This is an optimization exercise on Yosys and OpenROAD, whose aim is small area, a short achievable clock period and few clock cycles per item, not a production implementation.
At most, simulation tests tie the RTL to the original design; equivalence was not proved.
For run 3, only the layout was checked, not whether the RTL still works.
No activity file was given, so power comes from the tool's default toggle rates.

==> flow/config.mk <==
export PLATFORM = sky130hd
export DESIGN_NAME = quadrature_decoder_velocity_core
export DESIGN_NICKNAME = quadrature_decoder_velocity_core
export VERILOG_FILES = /design/flow/design.v
export SDC_FILE = /design/flow/constraint.sdc
export NUM_CORES = 4
export LEC_CHECK = 0
export CAP_MARGIN = 20
export CORE_MARGIN = 2
export CORE_UTILIZATION = 55
export PLACE_DENSITY = 0.65
export SETUP_SLACK_MARGIN = 4.4
export SLEW_MARGIN = 20
==> flow/constraint.sdc <==
create_clock -name core_clock -period 8.0 [get_ports {clk}]
set_input_delay 1.6000 -clock core_clock [delete_from_list [all_inputs] [get_ports {clk}]]
set_output_delay 1.6000 -clock core_clock [all_outputs]
set_load 0.01 [all_outputs]
==> flow/design.v <==
`default_nettype none
package qdv_pkg;
    typedef enum logic [1:0] {
        OP_EDGE_A = 2'd0,
        OP_EDGE_B = 2'd1,
        OP_QUERY  = 2'd2,
        OP_RESET  = 2'd3
    } op_t;
    typedef enum logic [1:0] {
        ST_IDLE,
        ST_MUL,
        ST_DIV,
        ST_DONE
    } state_t;
    localparam int unsigned CNT_W   = 32;
    localparam int unsigned SCALE_W = 20;
    localparam int unsigned PROD_W  = 51;
    localparam int unsigned STEP_W  = 6;
    localparam logic [SCALE_W-1:0] US_PER_SEC = SCALE_W'(1000000);
    typedef struct packed {
        op_t         opcode;
        logic        level_a;
        logic        level_b;
        logic [31:0] time_us;
    } in_item_t;
    typedef struct packed {
        logic signed [31:0] tick_count;
        logic signed [31:0] velocity;
        logic               velocity_valid;
    } out_item_t;
endpackage
`default_nettype wire
`default_nettype none
module quadrature_decoder_velocity_core
(
    input  wire logic      clk,
    input  wire logic      rst_n,
    input  wire logic      in_valid,
    output logic           in_stall,
    input  wire logic [35:0] in_data_bits,
    output logic           out_valid,
    input  wire logic      out_stall,
    output logic [64:0]    out_data_bits
);
    localparam int FD = 16;              
    localparam int MW = 45;              
    localparam logic [MW-1:0] SCALE    = MW'(15625);              
    localparam logic [MW-1:0] MAG_MAX1 = MW'(45'h1e847fffc2f7);   
    localparam logic [MW-1:0] MAG_MAX2 = MW'(45'h1e847fff85ee);   
    localparam logic [1:0] C_QRY = 2'd0;
    localparam logic [1:0] C_UP  = 2'd1;
    localparam logic [1:0] C_DN  = 2'd2;
    localparam logic [1:0] C_RST = 2'd3;
    logic        ivalid;
    logic [34:0] ibuf;           
    logic        eqz;            
    logic        stall_r;
    logic        proc;           
    logic        in_fire;
    logic [1:0]  in_op;
    logic [31:0] in_time;
    logic        in_up;
    logic        is_query;
    assign in_op    = ibuf[34:33];
    assign in_time  = ibuf[31:0];
    assign in_up    = ibuf[32];
    assign is_query = (in_op == qdv_pkg::OP_QUERY);
    assign in_stall = stall_r;
    assign in_fire  = in_valid && !stall_r;
    logic [1:0]  fifo_mem [FD];
    logic [4:0]  fcnt;
    logic        fne, ffull;     
    logic [1:0]  head;
    logic [1:0]  push_code;
    logic        pop;
    assign head = fifo_mem[0];
    logic          msgn;
    logic [MW-1:0] mag;
    logic          mzero, mmin, mmax;    
    logic [31:0]   snap_time;
    logic [31:0]   dt_now;
    logic          snap_upd;             
    qdv_add #(.N(32)) u_dt (.a(in_time), .b(~snap_time), .ci(1'b1), .y(dt_now), .co());
    logic        busy, done;
    logic [31:0] dv;             
    logic [32:0] rem;            
    logic [32:0] sq;             
    logic [5:0]  cnt;            
    logic        dneg, dzero, dsat;
    logic       proc_keep, proc_pop;
    assign proc_keep = ivalid && !ffull && !(is_query && busy);
    assign proc_pop  = ivalid && !ffull && !(is_query && busy && head != C_QRY);
    assign proc      = pop ? proc_pop : proc_keep;
    assign snap_upd  = proc && (in_op == qdv_pkg::OP_RESET || (is_query && !eqz));
    logic       ivalid_keep, ivalid_pop, isq_n;
    logic [4:0] fc_keep, fc_pop;
    logic       busy_keep, busy_pop;
    logic       stall_keep, stall_pop;
    assign ivalid_keep = in_fire || (ivalid && !proc_keep);
    assign ivalid_pop  = in_fire || (ivalid && !proc_pop);
    assign isq_n       = in_fire ? (in_data_bits[35:34] == qdv_pkg::OP_QUERY) : is_query;
    assign fc_keep     = fcnt + {4'd0, proc_keep};
    assign fc_pop      = fcnt + {4'd0, proc_pop} - 5'd1;
    assign busy_keep   = (proc_keep && is_query) || busy;
    assign busy_pop    = (proc_pop && is_query) || (busy && head != C_QRY);
    assign stall_keep  = ivalid_keep && ((fc_keep == 5'(FD)) || (isq_n && busy_keep));
    assign stall_pop   = ivalid_pop && ((fc_pop == 5'(FD)) || (isq_n && busy_pop));
    always_ff @(posedge clk or negedge rst_n)
    begin
        if (!rst_n)
        begin
            ivalid  <= 1'b0;
            stall_r <= 1'b0;
            fcnt    <= '0;
            fne     <= 1'b0;
            ffull   <= 1'b0;
            busy    <= 1'b0;
        end
        else
        begin
            ivalid  <= pop ? ivalid_pop : ivalid_keep;
            stall_r <= pop ? stall_pop : stall_keep;
            fcnt    <= pop ? fc_pop : fc_keep;
            fne     <= pop ? (fc_pop != '0) : (fc_keep != '0);
            ffull   <= pop ? (fc_pop == 5'(FD)) : (fc_keep == 5'(FD));
            busy    <= pop ? busy_pop : busy_keep;
        end
    end
    assign eqz = (in_time == snap_time);
    always_ff @(posedge clk)
    begin
        if (in_fire)
        begin
            ibuf <= {in_data_bits[35:34],
                     in_data_bits[34] ^ (in_data_bits[33] != in_data_bits[32]),
                     in_data_bits[31:0]};
        end
    end
    always_comb
    begin
        case (in_op)
            qdv_pkg::OP_EDGE_A, qdv_pkg::OP_EDGE_B: push_code = in_up ? C_UP : C_DN;
            qdv_pkg::OP_QUERY:                      push_code = C_QRY;
            default:                                push_code = C_RST;
        endcase
    end
    always_ff @(posedge clk)
    begin
        for (int i = 0; i < FD; i++)
        begin
            if (pop)
            begin
                if (proc && fcnt == 5'(i + 1))
                    fifo_mem[i] <= push_code;
                else if (i != FD - 1)
                    fifo_mem[i] <= fifo_mem[(i + 1) % FD];
            end
            else if (proc && fcnt == 5'(i))
                fifo_mem[i] <= push_code;
        end
    end
    logic           mag_add;
    logic [MW-1:0]  mag_step;
    logic           sgn_step;
    logic [13:0]    lo_add, lo_sub;
    logic           c_add, c_sub;
    logic [MW-15:0] t_inc, t_dec;
    logic [MW-1:0]  mag_inc, mag_dec;
    assign mag_add = mzero || (in_up ? !msgn : (msgn && !mmin));
    qdv_add #(.N(14)) u_mag_add (.a(mag[13:0]), .b(SCALE[13:0]), .ci(1'b0),
        .y(lo_add), .co(c_add));
    qdv_add #(.N(14)) u_mag_sub (.a(mag[13:0]), .b(~SCALE[13:0]), .ci(1'b1),
        .y(lo_sub), .co(c_sub));
    qdv_pand #(.N(MW-14)) u_mag_inc (.x(mag[MW-1:14]), .t(t_inc));
    qdv_pand #(.N(MW-14)) u_mag_dec (.x(~mag[MW-1:14]), .t(t_dec));
    assign mag_inc  = {mag[MW-1:14] ^ (t_inc & {(MW-14){c_add}}), lo_add};
    assign mag_dec  = {mag[MW-1:14] ^ (t_dec & {(MW-14){!c_sub}}), lo_sub};
    assign mag_step = mag_add ? mag_inc : mag_dec;
    always_comb
    begin
        if (mzero)
            sgn_step = !in_up;
        else if (mmin && !in_up)
            sgn_step = 1'b0;         
        else if (mmax && in_up)
            sgn_step = 1'b1;         
        else
            sgn_step = msgn;
    end
    always_ff @(posedge clk or negedge rst_n)
    begin
        if (!rst_n)
        begin
            msgn      <= 1'b0;
            mag       <= '0;
            mzero     <= 1'b1;
            mmin      <= 1'b0;
            mmax      <= 1'b0;
            snap_time <= '0;
        end
        else if (proc)
        begin
            if (!in_op[1])
            begin
                mag  <= mag_step;
                msgn <= sgn_step;
                if (in_up)
                begin
                    mzero <= msgn && (mag == SCALE);
                    mmin  <= mmax;
                    mmax  <= !msgn && (mag == MAG_MAX2);
                end
                else
                begin
                    mzero <= !msgn && (mag == SCALE);
                    mmin  <= msgn && (mag == MAG_MAX1);
                    mmax  <= mmin;
                end
            end
            else if (snap_upd)
            begin
                mag       <= '0;
                msgn      <= 1'b0;
                mzero     <= 1'b1;
                mmin      <= 1'b0;
                mmax      <= 1'b0;
                snap_time <= in_time;
            end
        end
    end
    logic        rneg;
    logic [31:0] dv_hi;          
    logic [31:0] dv_rev;
    logic [32:0] trial;
    logic        tcarry;
    logic        qbit;
    logic        skip16, skip8, skip4, skip2;
    assign rneg = rem[32];
    always_comb
        for (int p = 0; p < 32; p++)
            dv_rev[p] = !dv[31 - p];
    logic [31:0] dv_hr;
    qdv_pand #(.N(32)) u_dvhi (.x(dv_rev), .t(dv_hr));
    always_comb
        for (int p = 0; p < 32; p++)
            dv_hi[p] = dv_hr[31 - p];
    always_comb
    begin
        logic [31:0] m16, m8, m4, m2;
        for (int j = 0; j < 32; j++)
        begin
            m16[j] = (j + 16 >= 32) ? 1'b1 : dv_hi[(j + 16) % 32];
            m8[j]  = (j + 8 >= 32) ? 1'b1 : dv_hi[(j + 8) % 32];
            m4[j]  = (j + 4 >= 32) ? 1'b1 : dv_hi[(j + 4) % 32];
            m2[j]  = (j + 2 >= 32) ? 1'b1 : dv_hi[(j + 2) % 32];
        end
        skip16 = !rneg && (cnt >= 6'd16) && ((rem[31:0] & m16) == '0) && ((sq[32:17] & dv_hi[15:0]) == '0);
        skip8  = !rneg && (cnt >= 6'd8)  && ((rem[31:0] & m8) == '0)  && ((sq[32:25] & dv_hi[7:0]) == '0);
        skip4  = !rneg && (cnt >= 6'd4)  && ((rem[31:0] & m4) == '0)  && ((sq[32:29] & dv_hi[3:0]) == '0);
        skip2  = !rneg && (cnt >= 6'd2)  && ((rem[31:0] & m2) == '0)  && ((sq[32:31] & dv_hi[1:0]) == '0);
    end
    qdv_add #(.N(33)) u_trial (.a({rem[31:0], sq[32]}),
        .b(rneg ? {1'b0, dv} : ~{1'b0, dv}), .ci(!rneg), .y(trial), .co(tcarry));
    assign qbit = tcarry;
    logic [31:0] quo, quo_t, quo_neg;
    logic [31:0] vel;
    logic        vsat;
    assign quo = sq[31:0];
    qdv_pand #(.N(32)) u_neg (.x(~quo), .t(quo_t));
    assign quo_neg = quo ^ ~quo_t;
    assign vsat    = dsat || (quo[31] && (!dneg || !quo_t[31]));
    always_comb
    begin
        if (dzero)
            vel = '0;
        else if (vsat)
            vel = dneg ? 32'h8000_0000 : 32'h7fff_ffff;
        else
            vel = dneg ? quo_neg : quo;
    end
    always_ff @(posedge clk or negedge rst_n)
    begin
        if (!rst_n)
            done <= 1'b0;
        else if (proc && is_query)
            done <= eqz;
        else if (pop && head == C_QRY)
            done <= 1'b0;
        else if (busy && !done)
        begin
            if (dsat)
                done <= 1'b1;
            else if (skip16 || skip8 || skip4 || skip2)
            begin
                if (cnt == (skip16 ? 6'd16 : skip8 ? 6'd8 : skip4 ? 6'd4 : 6'd2))
                    done <= 1'b1;
            end
            else if (cnt == 6'd1)
                done <= 1'b1;
        end
    end
    always_ff @(posedge clk)
    begin
        if (proc && is_query)
        begin
            dv    <= dt_now;
            dzero <= eqz;
            dneg  <= msgn;
            dsat  <= 1'b0;
            rem   <= {15'd0, mag[44:27]};
            sq    <= {mag[26:0], 6'd0};
            cnt   <= 6'd33;
        end
        else if (busy && !done)
        begin
            if (skip16)
            begin
                rem <= {rem[16:0], sq[32:17]};
                sq  <= {sq[16:0], 16'd0};
                cnt <= cnt - 6'd16;
            end
            else if (skip8)
            begin
                rem <= {rem[24:0], sq[32:25]};
                sq  <= {sq[24:0], 8'd0};
                cnt <= cnt - 6'd8;
            end
            else if (skip4)
            begin
                rem <= {rem[28:0], sq[32:29]};
                sq  <= {sq[28:0], 4'd0};
                cnt <= cnt - 6'd4;
            end
            else if (skip2)
            begin
                rem <= {rem[30:0], sq[32:31]};
                sq  <= {sq[30:0], 2'd0};
                cnt <= cnt - 6'd2;
            end
            else
            begin
                rem <= {!tcarry, trial[31:0]};
                sq  <= {sq[31:0], qbit};
                cnt <= cnt - 6'd1;
                if (cnt == 6'd33 && qbit)
                    dsat <= 1'b1;
            end
        end
    end
    logic        ovalid;
    logic [31:0] otick;
    logic [31:0] ovel;
    logic        ovv;
    logic        hok;            
    logic [31:0] tick_t, tick_next;
    qdv_pand #(.N(32)) u_tick (.x(head[1] ? ~otick : otick), .t(tick_t));
    always_comb
    begin
        case (head)
            C_UP, C_DN: tick_next = otick ^ tick_t;
            C_RST:      tick_next = '0;
            default:    tick_next = otick;
        endcase
    end
    assign hok = fne && (head != C_QRY || done);
    assign pop = hok && (!ovalid || !out_stall);
    always_ff @(posedge clk or negedge rst_n)
    begin
        if (!rst_n)
        begin
            ovalid <= 1'b0;
            otick  <= '0;
        end
        else
        begin
            ovalid <= pop || (ovalid && out_stall);
            otick  <= pop ? tick_next : otick;
        end
    end
    always_ff @(posedge clk)
    begin
        if (pop)
        begin
            ovel <= (head == C_QRY) ? vel : '0;
            ovv  <= (head == C_QRY) && !dzero;
        end
    end
    assign out_valid     = ovalid;
    assign out_data_bits = {otick, ovel, ovv};
endmodule
module qdv_add #(parameter int N = 32)
(
    input  wire logic [N-1:0] a,
    input  wire logic [N-1:0] b,
    input  wire logic         ci,
    output logic [N-1:0]      y,
    output logic              co
);
    logic [N-1:0] p, g, gg, pg;
    always_comb
    begin
        p  = a ^ b;
        g  = a & b;
        g[0] = g[0] | (p[0] & ci);
        gg = g;
        pg = p;
        for (int l = 1; l < N; l = l * 2)
            for (int i = 0; i < N; i++)
                if ((i & l) != 0)
                begin
                    gg[i] = gg[i] | (pg[i] & gg[(i & ~(2 * l - 1)) + l - 1]);
                    pg[i] = pg[i] & pg[(i & ~(2 * l - 1)) + l - 1];
                end
    end
    assign y  = p ^ {gg[N-2:0], ci};
    assign co = gg[N-1];
endmodule
module qdv_pand #(parameter int N = 32)
(
    input  wire logic [N-1:0] x,
    output logic [N-1:0]      t
);
    logic [N-1:0] q;
    always_comb
    begin
        q = x;
        for (int l = 1; l < N; l = l * 2)
            for (int i = 0; i < N; i++)
                if ((i & l) != 0)
                    q[i] = q[i] & q[(i & ~(2 * l - 1)) + l - 1];
    end
    assign t = {q[N-2:0], 1'b1};
endmodule
`default_nettype wire
==> flow/run.sh <==
#!/bin/bash
# synth_recipe.tcl (not shown) runs the flow's synth.tcl, then flattens the netlist and writes it again
# the make line also repeats each setting of config.mk as NAME=value (left out here)
make -C /OpenROAD-flow-scripts/flow DESIGN_CONFIG=/design/flow/config.mk WORK_HOME=/design/flow/orfs CLKGATE_MAP_FILE= SYNTH_SCRIPT=/design/flow/synth_recipe.tcl finish
==> out/qor.yml, run 1 <==
yosys_warnings: 7
final-setup-viol-count: 0
totalNegativeSetupSlack_ns: 0
layout-drive-gt1-share_pct: 10.9
finalHoldViolCount: 0
htree_levels: 2
kind_of_end_point_of_the_critical_path: "flip-flop"
syn2layout_area_growth_pct: 18.0
clock_tree.root_cell: "sky130_fd_sc_hd__clkbuf_16"
synth_nets: 2654
worst_setup_hold_path_clk_slew_ns: 0.06
timing.fmax_ghz: 0.272
dieHeight_um: 204
leakage_nw: 10.3
core-area_um2: 39500
route.detailed.drc: 0
final_cells: 3147
cts_tree: "done"
hold_bufs_at_cts: 0
start_util_pct: 55.5
synthArstFlopShare_pct: 37.7
stdcell_area_um2: 25900
detail_route.wirelength_um: 68400
synth_seq_cells: 332
cts_buffer_depth: 3
routed-via-count: 20000
io_pins: 107
crit_required_ns: 8.32
end_of_flow_core_utilization_pct: 65.5
finish.net_count: 2733
synth_enable_flop_cells: 151
post_place_cell_area_um2: 23300
timing.hold.ws_ns: 0.480
seq_area_frac_synth_pct: 40.0
layout.cells.most_common: "sky130_fd_sc_hd__nand2_1"
placed_cells: 2999
remaining_global_route_overflow: 0
detailedRoute.firstIterationViolations: 2243
cp_max_stage_delay_ns: 0.43
syn_area_per_cell_um2: 8.75
die_area_um2: 41600
numClockSinks: 332
outcome: "complete, no violations"
placement_rows: 73
maximum_clock_skew_at_final_layout_ns: 0.0378
setup_repair_after_global_routing_missed_its_margin: "yes"
timing.critical_path.buf_inv: 3
buffer_ports.inserted: 106
yosysUniqueCellTypes: 99
slew_headroom_pct: 23.5
syn_area_um2: 22000
timing_worst_setup_path_type: "flip-flop to flip-flop"
layout_common_cells: "271 x sky130_fd_sc_hd__nand2_1, 217 x sky130_fd_sc_hd__a21oi_1, 201 x sky130_fd_sc_hd__o21ai_0, 198 x sky130_fd_sc_hd__nor2_1, 151 x sky130_fd_sc_hd__edfxtp_1"
layout_min_cycle_time_ns: 3.68
tritoncts.num_buffers: 40
worst_skew_pair.late_latency_ns: 0.59
detailedRoute.firstPassIterationCount: 10
worst_setup_path_start_kind: "flip-flop"
number_of_global_route_vias_before_repair: 18700
max-vdd-ir-drop_uv: 284
timing.critical_path.arrival_ns: 4.00
globalRouteTotalUtil_pct: 32.3
globalplace.congestion: 0.954
mean_number_of_vias_per_cell: 6.35
cp_slowest_cell: "sky130_fd_sc_hd__a2111oi_4"
die-width_um: 204
worst_slew_pin_slew_ns: 1.14
critical_path_fanouts_max: 7
grt_first_pass_wirelength_um: 106000
post_synth_inst_count: 2511
layout_worst_path_cycle_share_pct: 46.0
grt_antenna_before_repair: 0
maximum_number_of_pins_on_one_net_before_global_route_repair: 99
synth_top_flop_cell: "sky130_fd_sc_hd__edfxtp_1"
path_cells: "buf_12, buf_6, xnor2_2, ha_4, a2111oi_4, a21boi_4, o31ai_4, and2_4, clkinvlp_4, fa_2, xor2_2, mux2i_1, o211ai_1, o211ai_1, o311ai_1"
drt.antenna.violating_nets: 0
path_common_cell: "sky130_fd_sc_hd__o211ai_1"
timing.max_cap.violations: 0
worst_hold_path_type: "flip-flop to flip-flop"
power-per-cell-area_nw_per_um2: 493
mean_routed_wirelength_per_cell_um: 21.7
post-dp-hpwl_um: 45300
max_slew_violations: 0
cp_top_family: "compound AO/OA/AOI/OAI gates"
n_antenna_cell: 0
==> synthesized netlist by cell type, types with 18 or more instances <==
master / count / area (um^2)
sky130_fd_sc_hd__nand2_1: 275 / 1030
sky130_fd_sc_hd__a21oi_1: 221 / 1110
sky130_fd_sc_hd__o21ai_0: 208 / 1040
sky130_fd_sc_hd__nor2_1: 204 / 766
sky130_fd_sc_hd__edfxtp_1: 151 / 4530
sky130_fd_sc_hd__clkbuf_1: 132 / 495
sky130_fd_sc_hd__dfrtp_1: 124 / 3100
sky130_fd_sc_hd__inv_1: 123 / 462
sky130_fd_sc_hd__xnor2_1: 119 / 1040
sky130_fd_sc_hd__ha_1: 93 / 1160
sky130_fd_sc_hd__or3_1: 58 / 363
sky130_fd_sc_hd__dfxtp_1: 56 / 1120
sky130_fd_sc_hd__mux2i_1: 56 / 561
sky130_fd_sc_hd__xor2_1: 47 / 412
sky130_fd_sc_hd__nand3_1: 46 / 230
sky130_fd_sc_hd__nor3_1: 46 / 230
sky130_fd_sc_hd__a31oi_1: 37 / 231
sky130_fd_sc_hd__a21o_1: 35 / 263
sky130_fd_sc_hd__o211ai_1: 34 / 255
sky130_fd_sc_hd__nand2b_1: 29 / 181
sky130_fd_sc_hd__nor2b_1: 22 / 138
sky130_fd_sc_hd__a222oi_1: 20 / 200
sky130_fd_sc_hd__buf_2: 20 / 100
sky130_fd_sc_hd__nor4_1: 19 / 119
sky130_fd_sc_hd__o31ai_1: 18 / 135
==> sequential cells by signal, summed over array words and instances, names as in the netlist, 32 cells and up <==
| signal | cells |
|---|---|
| ibuf | 35 |
| dv | 32 |
| otick | 32 |
| snap_time | 32 |
| ovel | 32 |
| sq | 33 |
| mag | 45 |
| fifo_mem | 32 |
| rem | 33 |
==> what timing repair did <==
action / 4_1_cts / 5_1_grt
resized for setup: 72 / 60
gates cloned: 8 / 4
pin swaps: 15 / 20
endpoints found under the setup margin: 272 / 156
setup buffers: 23 / 39
==> layer usage <==
layer | GRT usage (%) | wire (um) | part of all wire, %
met2 | 49.5 | 30500 | 45
met1 | 45.5 | 29100 | 43
met5 | 0 | 0 | 0
met3 | 5.52 | 6210 | 9.1
met4 | 12.7 | 2580 | 3.8
==> worst reg2reg max path, stage by stage (launching register included) <==
cell and delay [ns]:
sky130_fd_sc_hd__dfxtp_4 0.35, sky130_fd_sc_hd__buf_12 0.15, sky130_fd_sc_hd__buf_6 0.15, sky130_fd_sc_hd__xnor2_2 0.21
sky130_fd_sc_hd__ha_4 0.25, sky130_fd_sc_hd__a2111oi_4 0.43, sky130_fd_sc_hd__a21boi_4 0.14, sky130_fd_sc_hd__o31ai_4 0.33
sky130_fd_sc_hd__and2_4 0.21, sky130_fd_sc_hd__clkinvlp_4 0.13, sky130_fd_sc_hd__fa_2 0.39, sky130_fd_sc_hd__xor2_2 0.17
sky130_fd_sc_hd__mux2i_1 0.16, sky130_fd_sc_hd__o211ai_1 0.11, sky130_fd_sc_hd__o211ai_1 0.11, sky130_fd_sc_hd__o311ai_1 0.13
==> area by class of cell <==
type / count / area [um^2]
Sequential cell: 332 / 8790
Tap cell: 525 / 657
Inverter: 125 / 493
Fill cell: 3309 / 13600
Clock inverter: 19 / 215
Multi-Input combinational cell: 1893 / 12600
Timing Repair inverter: 2 / 17.5
Clock buffer: 55 / 1200
Timing Repair Buffer: 196 / 1920
==> stage by stage <==
| step | setup WS, ns | total power (W) |
|---|---|---|
| finish | 4.32 | 0.0128 |
| global placement | 2.78 | 0.00983 |
| global route | 4.22 | 0.0136 |
| detailed placement | 2.64 | 0.00999 |
| CTS | 4.34 | 0.0123 |
| floorplan | 4.40 | 0.00802 |
==> cells by family after synthesis <==
logic type | count (synthesis) | synth area share [%]
simple gates | 818 | 18.1
flops | 332 | 40.0
fa+ha+maj | 103 | 6.21
mux | 63 | 2.91
xor+xnor | 166 | 6.62
buf+inv | 292 | 5.16
compound gates | 737 | 21.0
==> power breakdown <==
group          internal [W]  switching, W
combinational       0.00305       0.00408
sequential          0.00270       0.00102
clock               0.00116      0.000767
==> final timing paths <==
path | from | to | slack (ns) | depth (start not counted)
min in group asynchronous | rst_n | snap_time[15] | 0.95 | 1
setup reg to reg | rem[32] | rem[17] | 4.32 | 15
setup / recovery | rem[32] | rem[17] | 4.32 | 15
hold reg to reg | rem[30] | rem[30] | 0.48 | 2
max in group asynchronous | rst_n | mag[3] | 5.32 | 3
hold / removal | rem[30] | rem[30] | 0.48 | 2
Testbench counts, summed over its fixed seeds: cycles 32,309, items 24,063.
==> run 2, diff against run 1 <==
--- a/flow/config.mk
+++ b/flow/config.mk
@@ -9,4 +9,6 @@
 export CORE_MARGIN = 2
 export CORE_UTILIZATION = 55
+export CTS_CLUSTER_DIAMETER = 80
+export CTS_CLUSTER_SIZE = 20
 export PLACE_DENSITY = 0.65
 export SETUP_SLACK_MARGIN = 4.4
==> run 2 against run 1 <==
Effect of this change: setup slack lost 0.051 ns; clock-buffer cell count shrank 22; sequential power is essentially flat; highest routed layer unchanged; still clean; critical path type unchanged; total power shrank 5.0%.
==> out/qor.yml, run 2 <==
outcome: "complete, no violations"
htree_levels: 1  # -1
worst_hold_path_type: "flip-flop to flip-flop"
registers.top_by_ff_count: "mag"
maximum_clock_skew_at_final_layout_ns: 0.0192  # -0.0186 ns
post_synth_inst_count: 2511  # unchanged
syn_area_um2: 22000  # unchanged
sequential_group_share_of_total_power_pct: 30.7  # +1.6 points
synthArstFlopShare_pct: 37.7  # unchanged
critical_path_fanouts_max: 9  # +2
syn_area_per_cell_um2: 8.75  # unchanged
leakage_nw: 10.0  # -3.2%
global_route.usage.met2_pct: 49.7  # +0.17 points
seq_area_frac_synth_pct: 40.0  # unchanged
syn2layout_area_growth_pct: 15.0
kind_of_end_point_of_the_critical_path: "flip-flop"
core-area_um2: 39500  # unchanged
maximum_number_of_pins_on_one_net_before_global_route_repair: 99  # unchanged
grt_antenna_before_repair: 0  # unchanged
dieHeight_um: 204  # unchanged
start_util_pct: 55.5  # unchanged
worst_setup_hold_path_clk_slew_ns: 0.08  # +0.02 ns
synth_enable_flop_cells: 151  # unchanged
largest_reg_flops: 45  # unchanged
synth_seq_cells: 332  # unchanged
clock_power_share_pct: 10.7  # -4.4 points
post-synth-top-count-cell: "sky130_fd_sc_hd__nand2_1"
clock_tree.root_cell: "sky130_fd_sc_hd__clkbuf_16"
globalplace.congestion: 0.954  # unchanged
crit_required_ns: 8.31  # about the same
top_usage_layer: "met2"
post-dp-hpwl_um: 45300  # unchanged
timing.fmax_ghz: 0.268  # -1.4%
drt.antenna.violating_nets: 0  # unchanged
path_common_cell: "sky130_fd_sc_hd__o211ai_1"
worst_skew_pair.late_latency_ns: 0.57  # -0.02 ns
synthTopCellsByCount: "275 x sky130_fd_sc_hd__nand2_1, 221 x sky130_fd_sc_hd__a21oi_1, 208 x sky130_fd_sc_hd__o21ai_0"
holdPathStages: 2  # unchanged
preCtsSetupSlack_ns: 2.64  # unchanged
mean_routed_wirelength_per_cell_um: 21.7  # about the same
design_power_total_w: 0.0121  # -5.0%
detail_route.wirelength_um: 67600  # -1.2%
remaining_global_route_overflow: 0  # unchanged
grt_first_pass_wirelength_um: 105000  # -0.57%
synth_top_flop_cell: "sky130_fd_sc_hd__edfxtp_1"
yosysUniqueCellTypes: 99  # unchanged
globalRouteMet3Util_pct: 5.13  # -0.38 points
number_of_global_route_vias_before_repair: 18600  # -0.28%
yosys_warnings: 7  # unchanged
power-per-cell-area_nw_per_um2: 480  # -2.6%
final-setup-viol-count: 0  # unchanged
cp_max_stage_delay_ns: 0.64  # +0.21 ns
buffer_ports.inserted: 106  # unchanged
route.detailed.drc: 0  # unchanged
biggestRegsByFlops: "mag: 45 flops, ibuf: 35 flops"
layout_min_cycle_time_ns: 3.73  # +0.0508 ns
timing.critical_path.arrival_ns: 4.04  # +0.04 ns
max_slew_violations: 0  # unchanged
numClockSinks: 332  # unchanged
detailedRoute.firstPassIterationCount: 9  # -1
comb_power_share_pct: 58.6  # +2.8 points
synthDominantCellAreaShare_pct: 20.6  # unchanged
cell_internal_pwr_w: 0.00634  # -8.1%
grtUsageMet1_pct: 45.1  # -0.46 points
rr_worst_depth: 13  # -2
synth_nets: 2654  # unchanged
cts_tree: "done"
globalRouteTotalUtil_pct: 31.9  # -0.32 points
yosys-top-cells-area: "sky130_fd_sc_hd__edfxtp_1 21%, sky130_fd_sc_hd__dfrtp_1 14%, sky130_fd_sc_hd__ha_1 5.3%, sky130_fd_sc_hd__dfxtp_1 5.1%, sky130_fd_sc_hd__a21oi_1 5.0%"
power_switching_share_pct: 47.7  # +1.7 points
hold_bufs_at_cts: 0  # unchanged
post_synthesis_cell_type_with_the_largest_combined_area: "sky130_fd_sc_hd__edfxtp_1"
timing_worst_setup_path_type: "flip-flop to flip-flop"
layout_worst_path_cycle_share_pct: 46.6  # +0.63 points
placement_rows: 73  # unchanged
io_pins: 107  # unchanged
layout-drive-gt1-share_pct: 9.71  # -1.2 points
path_cells: "ha_1, a21o_1, a2111oi_4, a21boi_4, o31ai_4, and2_4, clkinvlp_4, fa_2, xor2_2, mux2i_1, o211ai_1, o211ai_1, o311ai_1"
max-vdd-ir-drop_uv: 214  # -24%
detailedRoute.firstIterationViolations: 2127  # -5.2%
worst_setup_path_start_kind: "flip-flop"
finalHoldViolCount: 0  # unchanged
worst_slew_pin_slew_ns: 1.21  # +0.0656 ns
die_area_um2: 41600  # unchanged
die-width_um: 204  # unchanged
timing.max_cap.violations: 0  # unchanged
routed-via-count: 19700  # -1.2%
totalNegativeSetupSlack_ns: 0  # unchanged
slew_headroom_pct: 19.1  # -4.4 points
layout.filler_cells: 3379  # +2.1%
mean_number_of_vias_per_cell: 6.34  # about the same
finalWorstSetupSlack_ns: 4.27  # -0.0508 ns
cts_buffer_depth: 3  # unchanged
finish.net_count: 2709  # -0.88%
cp_slowest_cell: "sky130_fd_sc_hd__edfxtp_1"
layout_common_cells: "271 x sky130_fd_sc_hd__nand2_1, 217 x sky130_fd_sc_hd__a21oi_1, 202 x sky130_fd_sc_hd__o21ai_0, 199 x sky130_fd_sc_hd__nor2_1, 151 x sky130_fd_sc_hd__edfxtp_1"
setup_repair_after_global_routing_missed_its_margin: "yes"
layout.cells.most_common: "sky130_fd_sc_hd__nand2_1"
n_antenna_cell: 0  # unchanged
tritoncts.num_buffers: 25  # -38%
net_load_switching_power_w: 0.00578  # -1.5%
run 2: cell counts after synthesis:
Identical to the previous run, type by type.
run 2: final timing paths:
path | slack, ns | to | startpoint
worst max-delay path | 4.27 | rem[17] | rem[2]
worst min-delay path | 0.48 | rem[30] | rem[30]
worst max register to register | 4.27 | rem[17] | rem[2]
worst min register to register | 0.48 | rem[30] | rem[30]
max in group asynchronous | 5.33 | mag[8] | rst_n
min in group asynchronous | 0.94 | snap_time[15] | rst_n
run 2: cells by family (layout without fill, tap and decap cells):
group	after synthesis	count (layout)	synth area share [%]
AOI/OAI and AO/OA	737	738	21.0
buffers and inverters	292	358	5.16
xor gates and xnor gates	166	166	6.62
adders and majority gates	103	103	6.21
DFF	332	332	40.0
muxes	63	63	2.91
and+or+nand+nor	818	825	18.1
run 2: per-layer routing:
layer  wire (um)  vias to the layer above
li1            -                     9196
met1       28600                     9371
met2       30100                      974
met3        6420                      191
met4        2490                        0
met5           0                        -
run 2: per-stage QoR:
| step | utilization (%) | std cells | cell area (um^2) | hold slack [ns] |
|---|---|---|---|---|
| 3_5_place_dp | 58.8 | 2999 | 23300 | 0.463 |
| 6_report | 63.9 | 3110 | 25300 | 0.481 |
| 3_3_place_gp | 58.8 | 2999 | 23300 | 0.455 |
| 2_1_floorplan | - | 2511 | 22000 | 0.443 |
| 5_1_grt | 63.9 | 3110 | 25300 | 0.522 |
| 4_1_cts | 62.6 | 3079 | 24800 | 0.474 |
run 2: repair_timing:
item / 4_1_cts / 5_1_grt
pin swaps: 16 / 18
gates cloned: 9 / 5
gates resized for setup: 76 / 59
setup endpoints to repair: 275 / 168
setup buffers: 25 / 26
run 2: cell type report:
class / count / area [um^2] / area share [%]
Clock buffer: 33 / 676 / 2.67
Sequential cell: 332 / 8790 / 34.8
Clock inverter: 13 / 136 / 0.540
Tap cell: 525 / 657 / 2.60
Timing Repair Buffer: 185 / 1830 / 7.24
Multi-Input combinational cell: 1895 / 12700 / 50.1
Inverter: 125 / 490 / 1.94
Timing Repair inverter: 2 / 17.5 / 0.0693
run 2: power groups by stage:
stage / registers, W / clock network (W) / logic (W)
2_1_floorplan: 0.00314 / 0 / 0.00488
3_3_place_gp: 0.00368 / 0 / 0.00616
3_5_place_dp: 0.00369 / 0 / 0.00630
4_1_cts: 0.00365 / 0.00133 / 0.00673
5_1_grt: 0.00376 / 0.00139 / 0.00780
6_report: 0.00372 / 0.00130 / 0.00710
run 2: critical path: cells and delay by family (launching register included):
kind,cells,cell delay [ns]
xor gates and xnor gates,1,0.17
DFF,1,0.64
muxes,1,0.16
buffers and inverters,1,0.13
adders and majority gates,2,0.70
AOI/OAI and AO/OA,7,1.44
and+or+nand+nor,1,0.22
==> run 3, diff against run 2 <==
--- a/flow/design.v
+++ b/flow/design.v
@@ -127,5 +127,7 @@
         end
     end
-    assign eqz = (in_time == snap_time);
+    logic eq_old, eq_new;
+    assign eq_old = (in_data_bits[31:0] == snap_time);
+    assign eq_new = (in_data_bits[31:0] == in_time);
     always_ff @(posedge clk)
     begin
@@ -135,4 +137,5 @@
                      in_data_bits[34] ^ (in_data_bits[33] != in_data_bits[32]),
                      in_data_bits[31:0]};
+            eqz  <= snap_upd ? eq_new : eq_old;
         end
     end
@@ -232,6 +235,5 @@
     logic [31:0] dv_hi;          
     logic [31:0] dv_rev;
-    logic [32:0] trial;
-    logic        tcarry;
+    logic [33:0] trial;
     logic        qbit;
     logic        skip16, skip8, skip4, skip2;
@@ -255,19 +257,25 @@
             m2[j]  = (j + 2 >= 32) ? 1'b1 : dv_hi[(j + 2) % 32];
         end
-        skip16 = !rneg && (cnt >= 6'd16) && ((rem[31:0] & m16) == '0) && ((sq[32:17] & dv_hi[15:0]) == '0);
-        skip8  = !rneg && (cnt >= 6'd8)  && ((rem[31:0] & m8) == '0)  && ((sq[32:25] & dv_hi[7:0]) == '0);
-        skip4  = !rneg && (cnt >= 6'd4)  && ((rem[31:0] & m4) == '0)  && ((sq[32:29] & dv_hi[3:0]) == '0);
-        skip2  = !rneg && (cnt >= 6'd2)  && ((rem[31:0] & m2) == '0)  && ((sq[32:31] & dv_hi[1:0]) == '0);
-    end
-    qdv_add #(.N(33)) u_trial (.a({rem[31:0], sq[32]}),
-        .b(rneg ? {1'b0, dv} : ~{1'b0, dv}), .ci(!rneg), .y(trial), .co(tcarry));
-    assign qbit = tcarry;
-    logic [31:0] quo, quo_t, quo_neg;
-    logic [31:0] vel;
+        skip16 = !rneg && (cnt > 6'd16) && ((rem[31:0] & m16) == '0) && ((sq[32:17] & dv_hi[15:0]) == '0);
+        skip8  = !rneg && (cnt > 6'd8)   && ((rem[31:0] & m8) == '0)  && ((sq[32:25] & dv_hi[7:0]) == '0);
+        skip4  = !rneg && (cnt > 6'd4)   && ((rem[31:0] & m4) == '0)  && ((sq[32:29] & dv_hi[3:0]) == '0);
+        skip2  = !rneg && (cnt > 6'd2)   && ((rem[31:0] & m2) == '0)  && ((sq[32:31] & dv_hi[1:0]) == '0);
+    end
+    qdv_add #(.N(34)) u_trial (.a({rem, sq[32]}),
+        .b(rneg ? {2'b00, dv} : ~{2'b00, dv}), .ci(!rneg), .y(trial), .co());
+    assign qbit = !trial[33];
+    logic        qlast;
+    logic        fin_now;        
+    logic        qb;
+    logic [30:0] qh, qh_t, qh_neg;
+    logic [31:0] vel, negv;
     logic        vsat;
-    assign quo = sq[31:0];
-    qdv_pand #(.N(32)) u_neg (.x(~quo), .t(quo_t));
-    assign quo_neg = quo ^ ~quo_t;
-    assign vsat    = dsat || (quo[31] && (!dneg || !quo_t[31]));
+    assign fin_now = busy && !done && (cnt == 6'd1);
+    assign qb      = fin_now ? qbit : qlast;
+    assign qh      = sq[30:0];
+    qdv_pand #(.N(31)) u_neg (.x(~qh), .t(qh_t));
+    assign qh_neg  = qh ^ ~qh_t;
+    assign negv    = qb ? {~qh, 1'b1} : {qh_neg, 1'b0};
+    assign vsat    = dsat || (qh[30] && (!dneg || qb || (qh[29:0] != '0)));
     always_comb
     begin
@@ -277,5 +285,5 @@
             vel = dneg ? 32'h8000_0000 : 32'h7fff_ffff;
         else
-            vel = dneg ? quo_neg : quo;
+            vel = dneg ? negv : {qh, qb};
     end
     always_ff @(posedge clk or negedge rst_n)
@@ -338,7 +346,12 @@
                 cnt <= cnt - 6'd2;
             end
+            else if (cnt == 6'd1)
+            begin
+                qlast <= qbit;
+                cnt   <= 6'd0;
+            end
             else
             begin
-                rem <= {!tcarry, trial[31:0]};
+                rem <= trial[32:0];
                 sq  <= {sq[31:0], qbit};
                 cnt <= cnt - 6'd1;
@@ -353,15 +366,17 @@
     logic        ovv;
     logic        hok;            
-    logic [31:0] tick_t, tick_next;
-    qdv_pand #(.N(32)) u_tick (.x(head[1] ? ~otick : otick), .t(tick_t));
+    logic [31:0] tick_ti, tick_td, tick_next;
+    qdv_pand #(.N(32)) u_tick_i (.x(otick), .t(tick_ti));
+    qdv_pand #(.N(32)) u_tick_d (.x(~otick), .t(tick_td));
     always_comb
     begin
         case (head)
-            C_UP, C_DN: tick_next = otick ^ tick_t;
-            C_RST:      tick_next = '0;
-            default:    tick_next = otick;
+            C_UP:    tick_next = otick ^ tick_ti;
+            C_DN:    tick_next = otick ^ tick_td;
+            C_RST:   tick_next = '0;
+            default: tick_next = otick;
         endcase
     end
-    assign hok = fne && (head != C_QRY || done);
+    assign hok = fne && (head != C_QRY || done || fin_now);
     assign pop = hok && (!ovalid || !out_stall);
     always_ff @(posedge clk or negedge rst_n)
--- a/flow/config.mk
+++ b/flow/config.mk
@@ -9,6 +9,4 @@
 export CORE_MARGIN = 2
 export CORE_UTILIZATION = 55
-export CTS_CLUSTER_DIAMETER = 80
-export CTS_CLUSTER_SIZE = 20
 export PLACE_DENSITY = 0.65
 export SETUP_SLACK_MARGIN = 4.4
==> run 3 against run 2 <==
Effect of this change: die area grew 3.3%; setup slack lost 1.2 ns; clock-buffer cell count grew 23; critical endpoint is now ovel[15]; first-iteration DRC count grew 33%; still clean on timing, DRC and antenna; sequential cell count grew 2; non-clock buffer count grew 140; hold slack gained 0.032 ns; clock power grew 38%.
==> out/qor.yml, run 3 <==
die-width_um: 207  # +1.6%
slew_headroom_pct: 23.6  # +4.4 points
cts_buffer_depth: 3  # unchanged
global_route.usage.met2_pct: 55.2  # +5.5 points
kind_of_end_point_of_the_critical_path: "flip-flop"
dieHeight_um: 207  # +1.6%
layout-drive-gt1-share_pct: 19.7  # +10 points
layout_min_cycle_time_ns: 4.92  # +1.20 ns
maximum_clock_skew_at_final_layout_ns: 0.0268  # +0.00758 ns
synthDominantCellAreaShare_pct: 20.2  # -0.40 points
globalRouteMet3Util_pct: 9.85  # +4.7 points
critical_path_fanouts_max: 10  # +1
power-per-cell-area_nw_per_um2: 553  # +15%
grtUsageMet1_pct: 48.5  # +3.4 points
synthTopCellsByCount: "239 x sky130_fd_sc_hd__nand2_1, 239 x sky130_fd_sc_hd__nor2_1, 213 x sky130_fd_sc_hd__a21oi_1"
worst_setup_path_start_kind: "flip-flop"
timing.fmax_ghz: 0.203  # -24%
syn_area_um2: 22700  # +3.3%
detail_route.wirelength_um: 83600  # +24%
drt.antenna.violating_nets: 0  # unchanged
mean_routed_wirelength_per_cell_um: 24.9  # +15%
registers.top_by_ff_count: "mag"
min_from: "fne"
synth_top_flop_cell: "sky130_fd_sc_hd__edfxtp_1"
tritoncts.num_buffers: 39  # +56%
maximum_number_of_pins_on_one_net_before_global_route_repair: 82  # -17%
outcome: "complete, no violations"
timing_worst_setup_path_type: "flip-flop to flip-flop"
worst_setup_hold_path_clk_slew_ns: 0.06  # -0.02 ns
timing.reg2reg.setup_slack_ns: 3.08  # -1.20 ns
synthArstFlopShare_pct: 37.4  # -0.23 points
max-vdd-ir-drop_uv: 246  # +15%
io_pins: 107  # unchanged
biggestRegsByFlops: "mag: 45 flops, ibuf: 35 flops"
max_slew_violations: 0  # unchanged
finalHoldViolCount: 0  # unchanged
synth_nets: 2731  # +2.9%
hold_bufs_at_cts: 0  # unchanged
worst_skew_pair.late_latency_ns: 0.61  # +0.04 ns
finish.net_count: 2932  # +8.2%
cts_tree: "done"
yosys-top-cells-area: "sky130_fd_sc_hd__edfxtp_1 20%, sky130_fd_sc_hd__dfrtp_1 14%, sky130_fd_sc_hd__xnor2_1 5.4%, sky130_fd_sc_hd__ha_1 5.0%, sky130_fd_sc_hd__dfxtp_1 4.9%"
post-dp-hpwl_um: 49000  # +8.0%
largest_reg_flops: 45  # unchanged
clock_tree.root_cell: "sky130_fd_sc_hd__clkbuf_16"
die_area_um2: 42900  # +3.3%
layout.cells.most_common: "sky130_fd_sc_hd__nand2_1"
holdPathStages: 2  # unchanged
yosysUniqueCellTypes: 90  # -9.1%
worst_hold_path_type: "flip-flop to flip-flop"
crit_required_ns: 8.32  # about the same
yosys_warnings: 7  # unchanged
regToRegEndpoint: "ovel[15]"
post_synthesis_cell_type_with_the_largest_combined_area: "sky130_fd_sc_hd__edfxtp_1"
route.detailed.drc: 0  # unchanged
syn_area_per_cell_um2: 8.77  # +0.24%
routed-via-count: 22500  # +14%
timing.max_cap.violations: 0  # unchanged
number_of_global_route_vias_before_repair: 21000  # +13%
design_power_total_w: 0.0163  # +34%
r2r-start: "rem[3]"
final-setup-viol-count: 0  # unchanged
totalNegativeSetupSlack_ns: 0  # unchanged
synth_seq_cells: 334  # +0.60%
timing.critical_path.arrival_ns: 5.25  # +1.21 ns
seq_area_frac_synth_pct: 39.0  # -1.0 points
whs_endpoint: "ovalid"
start_util_pct: 55.6  # +0.057 points
grt_first_pass_wirelength_um: 124000  # +17%
worst_slew_pin_slew_ns: 1.14  # -0.0683 ns
numClockSinks: 334  # +0.60%
core-area_um2: 40800  # +3.2%
rr_worst_depth: 19  # +6
post_synth_inst_count: 2589  # +3.1%
globalplace.congestion: 0.965  # +1.2%
preCtsSetupSlack_ns: 2.17  # -0.469 ns
leakage_nw: 11.8  # +18%
layout_worst_path_cycle_share_pct: 61.6  # +15 points
detailedRoute.firstPassIterationCount: 8  # -1
detailedRoute.firstIterationViolations: 2837  # +33%
buffer_ports.inserted: 106  # unchanged
placement_rows: 74  # +1.4%
globalRouteTotalUtil_pct: 36.7  # +4.7 points
mean_number_of_vias_per_cell: 6.70  # +5.6%
layout.filler_cells: 3025  # -10%
setup_repair_after_global_routing_missed_its_margin: "yes"
layout_common_cells: "233 x sky130_fd_sc_hd__nand2_1, 210 x sky130_fd_sc_hd__nor2_1, 190 x sky130_fd_sc_hd__a21oi_1, 153 x sky130_fd_sc_hd__edfxtp_1, 134 x sky130_fd_sc_hd__xnor2_1"
top_usage_layer: "met2"
grt_antenna_before_repair: 1  # +1
htree_levels: 2  # +1
syn2layout_area_growth_pct: 29.8
remaining_global_route_overflow: 0  # unchanged
synth_enable_flop_cells: 153  # +1.3%
finalWorstSetupSlack_ns: 3.08  # -1.20 ns
-- run 3: per-layer routing --
layer | share of wire [%] | vias to the layer above
met1 | 39 | 10700
met4 | 6.3 | 4
met3 | 11 | 474
met2 | 43 | 1459
li1 | - | 9820
met5 | 0.15 | -
-- run 3: area by class of cell --
| class | count | area (um^2) | area share, % |
|---|---|---|---|
| clock inverter | 16 | 131 | 0.446 |
| multi-input combinational | 1948 | 14200 | 48.1 |
| inverter | 142 | 556 | 1.89 |
| timing repair buffer | 325 | 3960 | 13.5 |
| sequential | 334 | 8850 | 30.1 |
| tap | 532 | 666 | 2.26 |
| antenna | 1 | 2.50 | 0.00850 |
| clock buffer | 56 | 1120 | 3.81 |
-- run 3: cell families after synthesis --
logic type	share of synthesized area, %
adders and majority gates	5.99
xor gates and xnor gates	7.64
and+or+nand+nor	17.8
AOI/OAI and AO/OA	19.6
muxes	4.71
DFF	39.0
buffers and inverters	5.36
-- run 3: worst max-delay path, stage by stage (launching register included) --
cell and delay [ns]:
sky130_fd_sc_hd__edfxtp_1 0.78, sky130_fd_sc_hd__ha_1 0.35, sky130_fd_sc_hd__o211ai_1 0.15, sky130_fd_sc_hd__a21oi_4 0.07, sky130_fd_sc_hd__o211ai_1 0.25, sky130_fd_sc_hd__o211a_1 0.30, sky130_fd_sc_hd__o41a_1 0.24, sky130_fd_sc_hd__o221ai_4 0.16
sky130_fd_sc_hd__a31oi_4 0.23, sky130_fd_sc_hd__o21bai_2 0.11, sky130_fd_sc_hd__a21oi_2 0.18, sky130_fd_sc_hd__fa_2 0.28, sky130_fd_sc_hd__o31ai_4 0.07, sky130_fd_sc_hd__buf_6 0.18, sky130_fd_sc_hd__or4_4 0.42, sky130_fd_sc_hd__or3_4 0.38
sky130_fd_sc_hd__o31ai_4 0.25, sky130_fd_sc_hd__xnor2_1 0.11, sky130_fd_sc_hd__nand2_1 0.10, sky130_fd_sc_hd__a21oi_2 0.05
-- run 3: worst max path at each step --
stage                     slack, ns  cells past startpoint        to  startpoint
final                          3.08                     19  ovel[15]      rem[3]
after global routing           2.97                     19  ovel[15]      rem[1]
after CTS                      3.04                     22  ovel[25]     rem[32]
after detailed placement       2.17                     18  ovel[17]     rem[32]
after global placement         2.41                     18   ovel[9]     rem[32]
after floorplan                3.55                     21  ovel[15]     rem[32]
-- run 3: timing repair --
action	4_1_cts	5_1_grt
cloned	35	4
pin swaps	76	111
buffers inserted	86	72
gates resized for setup	276	171
endpoints found under the setup margin	212	164
-- run 3: stage by stage --
stage,utilization (%),area (um^2),hold slack (ns),instances
floorplan,-,22900,0.463,2589
global placement,59.0,24100,0.482,3084
detailed placement,59.0,24100,0.496,3084
CTS,68.4,27900,0.514,3277
global route,72.1,29500,0.538,3353
finish,72.1,29500,0.513,3354
-- run 3: power breakdown --
| group | total, W | internal (W) | switching, W |
|---|---|---|---|
| Combinational | 0.0104 | 0.00478 | 0.00565 |
| Clock | 0.00180 | 0.00102 | 0.000781 |
| Sequential | 0.00405 | 0.00278 | 0.00126 |
| Total | 0.0163 | 0.00858 | 0.00769 |

static timing again, ports no longer ideal:
How much do the figures lean on ideal ports? The routed layouts below were timed once more, with nothing changed but the port constraints. Step 1, drivers: a clkbuf_16 drives clk and a buf_2 each remaining input, both assumed. Step 2 also shifts input and output timing later by t, the mid clock arrival at the registers, as if the neighbouring blocks saw the same clock. Slacks: ideal / step 1 / step 2; pairs: ideal / step 1.
run | t (ns) | setup WS [ns] | hold slack, ns | worst register clock-pin slew, ns
run 1 | 0.625 | 4.322 / 4.322 / 3.908 | 0.480 / 0.480 / 0.480 | 0.07 / 0.07
run 2 | 0.619 | 4.271 / 4.271 / 4.170 | 0.481 / 0.481 / 0.481 | 0.09 / 0.09
run 3 | 0.651 | 3.076 / 3.076 / 3.076 | 0.513 / 0.513 / 0.513 | 0.07 / 0.07
After both steps every run listed still meets setup and hold. The setup slack of run 1, which loses most, moves by 0.000 ns with the drivers and by -0.414 ns with both steps.
